What follows belongs to an exercise in optimizing a design on an open flow for small area and a short achievable clock period; a production flow would make more cautious choices. Only simulation tests tie the RTL to the original design; equivalence was not proved. No activity file was given, so power comes from the tool's default toggle rates.

$ cat flow/run.sh
#!/bin/bash
# synth_recipe.tcl (not shown) runs the flow's synth.tcl, then flattens the netlist and writes it again
# the make line also repeats each setting of config.mk as NAME=value (left out here)
make -C /OpenROAD-flow-scripts/flow DESIGN_CONFIG=/design/flow/config.mk WORK_HOME=/design/flow/orfs CLKGATE_MAP_FILE= SYNTH_SCRIPT=/design/flow/synth_recipe.tcl finish
$ cat flow/config.mk
export PLATFORM = sky130hd
export DESIGN_NAME = dual_mem_controller
export DESIGN_NICKNAME = dual_mem_controller
export VERILOG_FILES = /design/flow/design.v
export SDC_FILE = /design/flow/constraint.sdc
export NUM_CORES = 4
export LEC_CHECK = 0
export CAP_MARGIN = 20
export CORE_MARGIN = 2
export CORE_UTILIZATION = 40
export SLEW_MARGIN = 20
$ cat flow/constraint.sdc
create_clock -name core_clock -period 5.8 [get_ports {CLK}]
set_input_delay 1.1600 -clock core_clock [delete_from_list [all_inputs] [get_ports {CLK}]]
set_output_delay 1.1600 -clock core_clock [all_outputs]
set_load 0.01 [all_outputs]
$ cat flow/design.v
module dmem_read_queue #(
    parameter int BLOCK_ADDR_W = 13,
    parameter int DEPTH        = 4
) (
    input  logic                    CLK,
    input  logic                    nRST,
    input  logic                    req0_valid,
    input  logic [BLOCK_ADDR_W-1:0] req0_addr,
    input  logic                    req1_valid,
    input  logic [BLOCK_ADDR_W-1:0] req1_addr,
    input  logic                    rd_deq,
    output logic                    rd_head_valid,
    output logic [BLOCK_ADDR_W-1:0] rd_head_addr,
    output logic                    rd_head_port
);
    localparam int PTR_W = $clog2(DEPTH);
    localparam int ENT_W = BLOCK_ADDR_W + 1;
    logic [ENT_W-1:0] q [DEPTH];
    logic [PTR_W:0]   head;
    logic [PTR_W:0]   tail;
    logic [PTR_W:0]   count;
    logic [PTR_W-1:0] tail_idx;
    logic [PTR_W-1:0] tail_idx_1;
    logic [1:0]       enq_cnt;
    logic [ENT_W-1:0] first_entry;
    logic [ENT_W-1:0] second_entry;
    assign count      = tail - head;
    assign tail_idx   = tail[PTR_W-1:0];
    assign tail_idx_1 = tail_idx + 1'b1;
    assign rd_head_valid = (count != '0);
    assign {rd_head_addr, rd_head_port} = q[head[PTR_W-1:0]];
    assign enq_cnt = {1'b0, req0_valid} + {1'b0, req1_valid};
    always_comb begin
        first_entry  = {req0_addr, 1'b0};
        second_entry = {req1_addr, 1'b1};
        if (!req0_valid) begin
            first_entry = second_entry;
        end
    end
    always_ff @(posedge CLK) begin
        if (enq_cnt != 2'd0) begin
            q[tail_idx] <= first_entry;
        end
        if (enq_cnt == 2'd2) begin
            q[tail_idx_1] <= second_entry;
        end
    end
    always_ff @(posedge CLK or negedge nRST) begin
        if (!nRST) begin
            head <= '0;
            tail <= '0;
        end else begin
            tail <= tail + {{(PTR_W-1){1'b0}}, enq_cnt};
            if (rd_deq) begin
                head <= head + 1'b1;
            end
        end
    end
endmodule
module dmem_write_queue #(
    parameter int BLOCK_ADDR_W = 13,
    parameter int DATA_W       = 64,
    parameter int DEPTH        = 8
) (
    input  logic                    CLK,
    input  logic                    nRST,
    input  logic                    req0_valid,
    input  logic [BLOCK_ADDR_W-1:0] req0_addr,
    input  logic [DATA_W-1:0]       req0_data,
    input  logic                    req1_valid,
    input  logic [BLOCK_ADDR_W-1:0] req1_addr,
    input  logic [DATA_W-1:0]       req1_data,
    input  logic                    wr_deq,
    input  logic [BLOCK_ADDR_W-1:0] search_addr,
    output logic                    wr_head_valid,
    output logic [BLOCK_ADDR_W-1:0] wr_head_addr,
    output logic [DATA_W-1:0]       wr_head_data,
    output logic                    wr_empty,
    output logic                    slow_down,
    output logic                    fwd_hit,
    output logic [DATA_W-1:0]       fwd_data
);
    localparam int PTR_W = $clog2(DEPTH);
    localparam int SLOW_DOWN_LEVEL = DEPTH / 2;
    logic [BLOCK_ADDR_W-1:0] q_addr [DEPTH];
    logic [DATA_W-1:0]       q_data [DEPTH];
    logic [PTR_W:0]   head;
    logic [PTR_W:0]   tail;
    logic [PTR_W:0]   count;
    logic [PTR_W-1:0] head_idx;
    logic [PTR_W-1:0] tail_idx;
    logic [PTR_W-1:0] tail_idx_1;
    logic [PTR_W-1:0] slot;
    logic [1:0]              enq_cnt;
    logic [BLOCK_ADDR_W-1:0] first_addr;
    logic [DATA_W-1:0]       first_data;
    assign count      = tail - head;
    assign head_idx   = head[PTR_W-1:0];
    assign tail_idx   = tail[PTR_W-1:0];
    assign tail_idx_1 = tail_idx + 1'b1;
    assign wr_empty      = (head == tail);
    assign wr_head_valid = !wr_empty;
    assign wr_head_addr  = q_addr[head_idx];
    assign wr_head_data  = q_data[head_idx];
    assign slow_down = (count > (PTR_W+1)'(SLOW_DOWN_LEVEL));
    assign enq_cnt = {1'b0, req0_valid} + {1'b0, req1_valid};
    assign first_addr = req0_valid ? req0_addr : req1_addr;
    assign first_data = req0_valid ? req0_data : req1_data;
    always_ff @(posedge CLK) begin
        if (enq_cnt != 2'd0) begin
            q_addr[tail_idx] <= first_addr;
            q_data[tail_idx] <= first_data;
        end
        if (enq_cnt == 2'd2) begin
            q_addr[tail_idx_1] <= req1_addr;
            q_data[tail_idx_1] <= req1_data;
        end
    end
    always_ff @(posedge CLK or negedge nRST) begin
        if (!nRST) begin
            head <= '0;
            tail <= '0;
        end else begin
            tail <= tail + {{(PTR_W-1){1'b0}}, enq_cnt};
            if (wr_deq) begin
                head <= head + 1'b1;
            end
        end
    end
    always_comb begin
        fwd_hit  = 1'b0;
        fwd_data = '0;
        slot     = head_idx;
        for (int i = 0; i < DEPTH; i++) begin
            slot = head_idx + PTR_W'(i);
            if (((PTR_W+1)'(i) < count) && (q_addr[slot] == search_addr)) begin
                fwd_hit  = 1'b1;
                fwd_data = q_data[slot];
            end
        end
    end
endmodule
module mem_access_ctrl #(
    parameter int BLOCK_ADDR_W = 13,
    parameter int WORD_W       = 32
) (
    input  logic                    CLK,
    input  logic                    nRST,
    input  logic                    imem0_ren,
    input  logic [BLOCK_ADDR_W-1:0] imem0_addr,
    input  logic                    imem1_ren,
    input  logic [BLOCK_ADDR_W-1:0] imem1_addr,
    input  logic                    rd_head_valid,
    input  logic [BLOCK_ADDR_W-1:0] rd_head_addr,
    input  logic                    rd_head_port,
    input  logic                    wr_head_valid,
    input  logic [BLOCK_ADDR_W-1:0] wr_head_addr,
    input  logic [2*WORD_W-1:0]     wr_head_data,
    input  logic                    wr_empty,
    input  logic                    fwd_hit,
    input  logic [2*WORD_W-1:0]     fwd_data,
    input  logic [1:0]              ram_state,
    input  logic [WORD_W-1:0]       ram_load,
    input  logic                    dcache0_flushed,
    input  logic                    dcache1_flushed,
    output logic                    rd_deq,
    output logic                    wr_deq,
    output logic [BLOCK_ADDR_W-1:0] search_addr,
    output logic                    ram_ren,
    output logic                    ram_wen,
    output logic [BLOCK_ADDR_W:0]   ram_addr,
    output logic [WORD_W-1:0]       ram_store,
    output logic                    imem0_hit,
    output logic [2*WORD_W-1:0]     imem0_load,
    output logic                    imem1_hit,
    output logic [2*WORD_W-1:0]     imem1_load,
    output logic                    dmem0_valid,
    output logic [2*WORD_W-1:0]     dmem0_data,
    output logic                    dmem1_valid,
    output logic [2*WORD_W-1:0]     dmem1_data,
    output logic                    flushed
);
    localparam logic [1:0] RAM_ACCESS = 2'd2;
    localparam logic [1:0] ARBITRATE = 2'd0;
    localparam logic [1:0] ACCESS_0  = 2'd1;
    localparam logic [1:0] ACCESS_1  = 2'd2;
    localparam logic [1:0] HALT      = 2'd3;
    localparam logic [1:0] OP_IMEM0      = 2'd0;
    localparam logic [1:0] OP_IMEM1      = 2'd1;
    localparam logic [1:0] OP_DMEM_READ  = 2'd2;
    localparam logic [1:0] OP_DMEM_WRITE = 2'd3;
    logic [1:0] state;
    logic [1:0] next_state;
    logic [1:0]              work_op,         next_work_op;
    logic                    work_port,       next_work_port;
    logic [BLOCK_ADDR_W-1:0] work_addr,       next_work_addr;
    logic [2*WORD_W-1:0]     work_read_data,  next_work_read_data;
    logic [2*WORD_W-1:0]     work_write_data, next_work_write_data;
    logic       lru;
    logic       next_lru;
    logic [1:0] resp_valid;
    logic [1:0] next_resp_valid;
    logic       ram_done;
    logic       is_write;
    logic       first_access;
    assign ram_done    = (ram_state == RAM_ACCESS);
    assign is_write    = (work_op == OP_DMEM_WRITE);
    assign search_addr = work_addr;
    assign dmem0_valid = resp_valid[0];
    assign dmem0_data  = work_read_data;
    assign dmem1_valid = resp_valid[1];
    assign dmem1_data  = work_read_data;
    always_ff @(posedge CLK or negedge nRST) begin
        if (!nRST) begin
            state        <= ARBITRATE;
            lru          <= 1'b0;
            resp_valid   <= 2'b00;
            flushed      <= 1'b0;
            first_access <= 1'b0;
        end else begin
            state        <= next_state;
            lru          <= next_lru;
            resp_valid   <= next_resp_valid;
            flushed      <= (state == HALT);
            first_access <= (state == ARBITRATE);
        end
    end
    always_ff @(posedge CLK) begin
        work_op         <= next_work_op;
        work_port       <= next_work_port;
        work_addr       <= next_work_addr;
        work_read_data  <= next_work_read_data;
        work_write_data <= next_work_write_data;
    end
    always_comb begin
        next_state           = state;
        next_work_op         = work_op;
        next_work_port       = work_port;
        next_work_addr       = work_addr;
        next_work_read_data  = work_read_data;
        next_work_write_data = work_write_data;
        next_lru             = lru;
        next_resp_valid      = 2'b00;
        rd_deq               = 1'b0;
        wr_deq               = 1'b0;
        ram_ren   = 1'b0;
        ram_wen   = 1'b0;
        ram_addr  = {work_addr, 1'b0};
        ram_store = work_write_data[WORD_W-1:0];
        imem0_hit  = 1'b0;
        imem0_load = work_read_data;
        imem1_hit  = 1'b0;
        imem1_load = work_read_data;
        case (state)
            ARBITRATE: begin
                if (dcache0_flushed && dcache1_flushed && wr_empty) begin
                    next_state = HALT;
                end else if (rd_head_valid) begin
                    rd_deq         = 1'b1;
                    next_work_op   = OP_DMEM_READ;
                    next_work_port = rd_head_port;
                    next_work_addr = rd_head_addr;
                    next_state     = ACCESS_0;
                end else if (wr_head_valid) begin
                    wr_deq               = 1'b1;
                    next_work_op         = OP_DMEM_WRITE;
                    next_work_port       = 1'b0;
                    next_work_addr       = wr_head_addr;
                    next_work_write_data = wr_head_data;
                    next_state           = ACCESS_0;
                end else if (imem0_ren && imem1_ren) begin
                    next_work_op   = lru ? OP_IMEM1 : OP_IMEM0;
                    next_work_port = lru;
                    next_work_addr = lru ? imem1_addr : imem0_addr;
                    next_lru       = !lru;
                    next_state     = ACCESS_0;
                end else if (imem0_ren) begin
                    next_work_op   = OP_IMEM0;
                    next_work_port = 1'b0;
                    next_work_addr = imem0_addr;
                    next_lru       = 1'b1;
                    next_state     = ACCESS_0;
                end else if (imem1_ren) begin
                    next_work_op   = OP_IMEM1;
                    next_work_port = 1'b1;
                    next_work_addr = imem1_addr;
                    next_lru       = 1'b0;
                    next_state     = ACCESS_0;
                end
            end
            ACCESS_0: begin
                if ((work_op == OP_DMEM_READ) && first_access && fwd_hit) begin
                    next_work_read_data        = fwd_data;
                    next_resp_valid[work_port] = 1'b1;
                    next_state                 = ARBITRATE;
                end else begin
                    ram_ren = !is_write;
                    ram_wen = is_write;
                    if (ram_done) begin
                        next_work_read_data[WORD_W-1:0] = ram_load;
                        next_state                      = ACCESS_1;
                    end
                end
            end
            ACCESS_1: begin
                ram_ren   = !is_write;
                ram_wen   = is_write;
                ram_addr  = {work_addr, 1'b1};
                ram_store = work_write_data[2*WORD_W-1:WORD_W];
                if (ram_done) begin
                    next_work_read_data[2*WORD_W-1:WORD_W] = ram_load;
                    next_state                             = ARBITRATE;
                    if (work_op == OP_DMEM_READ) begin
                        next_resp_valid[work_port] = 1'b1;
                    end
                    if ((work_op == OP_IMEM0) && imem0_ren && (imem0_addr == work_addr)) begin
                        imem0_hit  = 1'b1;
                        imem0_load = {ram_load, work_read_data[WORD_W-1:0]};
                    end
                    if ((work_op == OP_IMEM1) && imem1_ren && (imem1_addr == work_addr)) begin
                        imem1_hit  = 1'b1;
                        imem1_load = {ram_load, work_read_data[WORD_W-1:0]};
                    end
                end
            end
            default: begin
                next_state = HALT;
            end
        endcase
    end
endmodule
module dual_mem_controller (
    input  logic        CLK,
    input  logic        nRST,
    input  logic        imem0_ren,
    input  logic [12:0] imem0_addr,
    input  logic        imem1_ren,
    input  logic [12:0] imem1_addr,
    input  logic        dmem0_rd_valid,
    input  logic [12:0] dmem0_rd_addr,
    input  logic        dmem1_rd_valid,
    input  logic [12:0] dmem1_rd_addr,
    input  logic        dmem0_wr_valid,
    input  logic [12:0] dmem0_wr_addr,
    input  logic [63:0] dmem0_wr_data,
    input  logic        dmem1_wr_valid,
    input  logic [12:0] dmem1_wr_addr,
    input  logic [63:0] dmem1_wr_data,
    input  logic        dcache0_flushed,
    input  logic        dcache1_flushed,
    input  logic [1:0]  ram_state,
    input  logic [31:0] ram_load,
    output logic        imem0_hit,
    output logic [63:0] imem0_load,
    output logic        imem1_hit,
    output logic [63:0] imem1_load,
    output logic        dmem0_rd_resp_valid,
    output logic [63:0] dmem0_rd_resp_data,
    output logic        dmem1_rd_resp_valid,
    output logic [63:0] dmem1_rd_resp_data,
    output logic        slow_down,
    output logic        flushed,
    output logic        ram_ren,
    output logic        ram_wen,
    output logic [13:0] ram_addr,
    output logic [31:0] ram_store
);
    logic        rd_head_valid;
    logic [12:0] rd_head_addr;
    logic        rd_head_port;
    logic        rd_deq;
    logic        wr_head_valid;
    logic [12:0] wr_head_addr;
    logic [63:0] wr_head_data;
    logic        wr_empty;
    logic        wr_deq;
    logic [12:0] search_addr;
    logic        fwd_hit;
    logic [63:0] fwd_data;
    dmem_read_queue #(.BLOCK_ADDR_W(13), .DEPTH(4)) read_q_i (
        .CLK           (CLK),
        .nRST          (nRST),
        .req0_valid    (dmem0_rd_valid),
        .req0_addr     (dmem0_rd_addr),
        .req1_valid    (dmem1_rd_valid),
        .req1_addr     (dmem1_rd_addr),
        .rd_deq        (rd_deq),
        .rd_head_valid (rd_head_valid),
        .rd_head_addr  (rd_head_addr),
        .rd_head_port  (rd_head_port)
    );
    dmem_write_queue #(.BLOCK_ADDR_W(13), .DATA_W(64), .DEPTH(8)) write_q_i (
        .CLK           (CLK),
        .nRST          (nRST),
        .req0_valid    (dmem0_wr_valid),
        .req0_addr     (dmem0_wr_addr),
        .req0_data     (dmem0_wr_data),
        .req1_valid    (dmem1_wr_valid),
        .req1_addr     (dmem1_wr_addr),
        .req1_data     (dmem1_wr_data),
        .wr_deq        (wr_deq),
        .search_addr   (search_addr),
        .wr_head_valid (wr_head_valid),
        .wr_head_addr  (wr_head_addr),
        .wr_head_data  (wr_head_data),
        .wr_empty      (wr_empty),
        .slow_down     (slow_down),
        .fwd_hit       (fwd_hit),
        .fwd_data      (fwd_data)
    );
    mem_access_ctrl #(.BLOCK_ADDR_W(13), .WORD_W(32)) access_ctrl_i (
        .CLK             (CLK),
        .nRST            (nRST),
        .imem0_ren       (imem0_ren),
        .imem0_addr      (imem0_addr),
        .imem1_ren       (imem1_ren),
        .imem1_addr      (imem1_addr),
        .rd_head_valid   (rd_head_valid),
        .rd_head_addr    (rd_head_addr),
        .rd_head_port    (rd_head_port),
        .wr_head_valid   (wr_head_valid),
        .wr_head_addr    (wr_head_addr),
        .wr_head_data    (wr_head_data),
        .wr_empty        (wr_empty),
        .fwd_hit         (fwd_hit),
        .fwd_data        (fwd_data),
        .ram_state       (ram_state),
        .ram_load        (ram_load),
        .dcache0_flushed (dcache0_flushed),
        .dcache1_flushed (dcache1_flushed),
        .rd_deq          (rd_deq),
        .wr_deq          (wr_deq),
        .search_addr     (search_addr),
        .ram_ren         (ram_ren),
        .ram_wen         (ram_wen),
        .ram_addr        (ram_addr),
        .ram_store       (ram_store),
        .imem0_hit       (imem0_hit),
        .imem0_load      (imem0_load),
        .imem1_hit       (imem1_hit),
        .imem1_load      (imem1_load),
        .dmem0_valid     (dmem0_rd_resp_valid),
        .dmem0_data      (dmem0_rd_resp_data),
        .dmem1_valid     (dmem1_rd_resp_valid),
        .dmem1_data      (dmem1_rd_resp_data),
        .flushed         (flushed)
    );
endmodule
==> summary.txt <==
synthesized netlist by cell type, types with 22 or more instances:
| master | n |
|---|---|
| edfxtp_1 | 812 |
| nand2_1 | 808 |
| a21oi_1 | 737 |
| mux4_2 | 659 |
| nor2_1 | 646 |
| mux2i_1 | 482 |
| clkbuf_1 | 401 |
| buf_4 | 147 |
| buf_2 | 113 |
| xnor2_1 | 92 |
| o21ai_0 | 89 |
| mux2_2 | 88 |
| buf_1 | 74 |
| a22o_1 | 55 |
| o22ai_1 | 55 |
| xor2_1 | 44 |
| nor3_1 | 42 |
| a22oi_1 | 36 |
| o211ai_1 | 36 |
| o31ai_1 | 35 |
| a221oi_1 | 34 |
| a31oi_1 | 34 |
| nand3_1 | 34 |
| a311oi_1 | 33 |
| and3_1 | 33 |
| o311a_1 | 33 |
| a32o_1 | 32 |
| a311o_1 | 31 |
| inv_1 | 22 |
| nand4_1 | 22 |
sequential cells by signal, summed over array words and instances (netlist names), 3 cells and up:
name	cells
access_ctrl_i.work_addr	13
access_ctrl_i.work_read_data	64
access_ctrl_i.work_write_data	64
read_q_i.head	3
read_q_i.q	56
read_q_i.tail	3
write_q_i.head	4
write_q_i.q_addr	104
write_q_i.q_data	512
write_q_i.tail	4
cell families (layout without fill, tap and decap cells):
group / after synthesis / count (layout) / synth area share
buf+inv: 774 / 922 / 0.0564
fa+ha+maj: 24 / 24 / 0.00494
mux: 1229 / 1229 / 0.316
xor+xnor: 137 / 137 / 0.0185
simple gates: 1648 / 1648 / 0.101
other cells: 0 / 6 / 0
flops: 837 / 837 / 0.383
compound gates: 1275 / 1275 / 0.120
per-layer routing:
layer	wire (um)	vias up	part of all wire	global-route usage
li1	-	22800	-	-
met1	91000	27100	0.36	0.374
met2	115000	4200	0.45	0.457
met3	34400	840	0.13	0.0885
met4	15400	32	0.060	0.166
met5	194	-	0.00076	0
worst max-delay path: stages (launching register included):
cell	delay, ps
dfrtp_4	540
buf_6	260
ha_1	360
xnor2_2	670
mux2i_1	160
a32oi_1	180
o21ai_1	90
a2111o_1	430
nor3_2	230
nor3_2	90
a311oi_2	210
buf_4	180
nor2_1	70
dlygate4sd2_1	290
through the flow:
stage	cell area (sq um)	power, mW	instances
after floorplan	65400	30.5	5924
after global placement	72000	38.5	8049
after detailed placement	72000	39.0	8051
after CTS	75500	45.7	8242
after global routing	75600	48.2	8248
final	75600	46.2	8253
what timing repair did:
item,CTS,global route
setup buffers,9,3
gates cloned,2,0
resized for setup,11,5
endpoints found under the hold margin,0,0
endpoints found under the setup margin,1,1
pin swaps,3,2
cell type report:
cell class | instances | area [sq um]
tap | 2175 | 2720
clock inverter | 67 | 764
inverter | 28 | 106
fill | 14700 | 86800
sequential | 837 | 25000
antenna | 6 | 15.0
timing repair buffer | 714 | 7390
multi-input combinational | 4313 | 37100
clock buffer | 113 | 2530
path summary, 6_finish.rpt:
| check | from | to | cells past startpoint |
|---|---|---|---|
| min reg2reg | read_q_i.tail[2] | read_q_i.tail[2] | 1 |
| min | read_q_i.tail[2] | read_q_i.tail[2] | 1 |
| max | write_q_i.head[1] | ram_ren | 13 |
| min in group asynchronous | nRST | access_ctrl_i.resp_valid[1] | 2 |
| max in group asynchronous | nRST | write_q_i.head[1] | 2 |
| max reg2reg | write_q_i.head[1] | access_ctrl_i.work_read_data[37] | 13 |
power groups by stage:
| stage | sequential (mW) | clock, mW | combinational (mW) |
|---|---|---|---|
| detailed placement | 11.2 | 0 | 27.8 |
| floorplan | 10.5 | 0 | 20.1 |
| global route | 11.3 | 6.77 | 30.1 |
| global placement | 11.0 | 0 | 27.4 |
| finish | 11.2 | 6.53 | 28.5 |
| CTS | 11.1 | 6.55 | 28.1 |
==> impl_metrics.py <==
metrics = {
    "status": {
        "status": "timing/DRC/antenna clean",
    },
    "global_routing": {
        "grt_max_degree": 155,
        "gr-usage-all-layers": 0.297,
        "gr-total-overflow": 0,
        "grt_pass1_vias": 52000,
        "antenna_found_initial": 19,
        "grt_pass1_wl_um": 366000,
    },
    "route": {
        "drtPass1Iterations": 7,
        "drt_iter0_markers": 7709,
        "route.detailed.drc": 0,
        "routed_wl_um": 256000,
        "wl_per_cell_um": 31.0,
        "vias_per_cell": 6.67,
        "vias": 55000,
        "ant_nets": 0,
    },
    "critical_path": {
        "worstPathRequired_ps": 4640,
        "critPathKind": "flip-flop to primary output",
        "endpoint_kind": "primary output",
        "cp-start-kind": "flip-flop",
        "path_max_fanout": 48,
        "r2r_slack_ps": 730,
        "worstPathArrival_ps": 4500,
    },
    "cells_and_area": {
        "drive_gt1_frac": 0.186,
        "final_util": 0.466,
        "area_delta_synth_final_pct": 15.8,
        "final_common_cell": "edfxtp_1",
        "final_cell_mix": "812 x edfxtp_1, 804 x nand2_1, 733 x a21oi_1",
        "fin_nets": 6265,
    },
    "placed_design": {
        "place_hpwl_um": 156000,
        "pre_cts_slack_ps": 361,
        "io_buffer_count": 559,
        "gp_congestion": 0.940,
    },
    "timing": {
        "tns_ps": 0,
        "drv_slew": 0,
        "hold_ws_ps": 494,
        "setup_violations": 0,
        "layout_min_cycle_time_ps": 5660,
        "setup_slack_ps": 144,
        "relSlewSlack": 0.199,
        "max_freq_mhz": 177,
        "fin_skew_ps": 25.2,
        "grt_setup_unrepaired": "false",
        "post-route-period-util": 0.975,
        "hold_viol": 0,
        "tightest_slew_ps": 1200,
    },
    "yosys": {
        "synth_warnings": 3,
        "syn_nets": 6198,
        "synth_cell_types": 77,
        "synth_top_area_frac": 0.373,
        "mappedNetlistArea_sq_um": 65300,
        "avgSynthCellArea_sq_um": 11.0,
        "synth.ff_latch_count": 837,
        "yosysTopAreaCell": "edfxtp_1",
        "synth-edff-count": 812,
        "synth-seq-area-share": 0.383,
        "synth_area_leaders": "edfxtp_1 37%, mux4_2 23%, mux2i_1 7.4%",
        "synth_top_flop_cell": "edfxtp_1",
        "netlist_instances": 5924,
        "async_reset_ff_frac": 0.0251,
    },
    "pwr": {
        "leakage_nw": 25.9,
        "ir_drop_mv": 0.981,
        "p_int_mw": 25.6,
        "combPwrFrac": 0.617,
        "clock_power_share": 0.141,
        "power.switching_mw": 20.6,
        "p_sw_frac": 0.446,
        "p_per_area_nw_per_um2": 612,
        "seq_power_share": 0.242,
    },
    "floorplan": {
        "core-area_sq_um": 162000,
        "fp.dieH_um": 408,
        "top_level_ports": 560,
        "start_util": 0.402,
        "fp.dieW_um": 408,
        "rows": 148,
        "dieArea_sq_um": 167000,
    },
    "clock_tree": {
        "clk_pin_slew_ps": 60,
        "postCtsHoldBufs": 0,
        "htree_num_levels": 3,
        "cts-buffers-inserted": 97,
        "cts_tree": "yes",
        "ctsLongestPathBuffers": 3,
        "cts_root_buf": "clkbuf_16",
        "clkSinkCount": 837,
        "clock_latency_ps": 740,
    },
    "worst_hold_path": {
        "worstHoldPathType": "flip-flop to flip-flop",
    },
    "flow_run": {
        "max-cap-violations": 0,
    },
}

## re-timing with driven ports
In the flow no input, the clock included, has a driving cell. The finished layout below was timed again as built, in two steps.
Step 1: set_driving_cell puts a clkbuf_16 on CLK and a buf_2 on each other input, an assumption about the parent block.
Step 2, shift: input delay + t, output delay - t, t = (earliest + latest rising clock arrival at the registers) / 2. This alone moves slack from input paths to output paths.
Three values: ideal, step 1, step 2; two values: the first two.
t, ns: 0.812
setup slack, ns: 0.144 / 0.059 / 0.394
worst setup path at the end: input to output
slew at the worst register clock pin (ns): 0.07 / 0.07
pins driven straight from the clock port: 1
After both steps setup and hold are still met in this run. For this run, drivers alone change the setup slack by -0.085 ns; drivers and shift together by +0.250 ns.
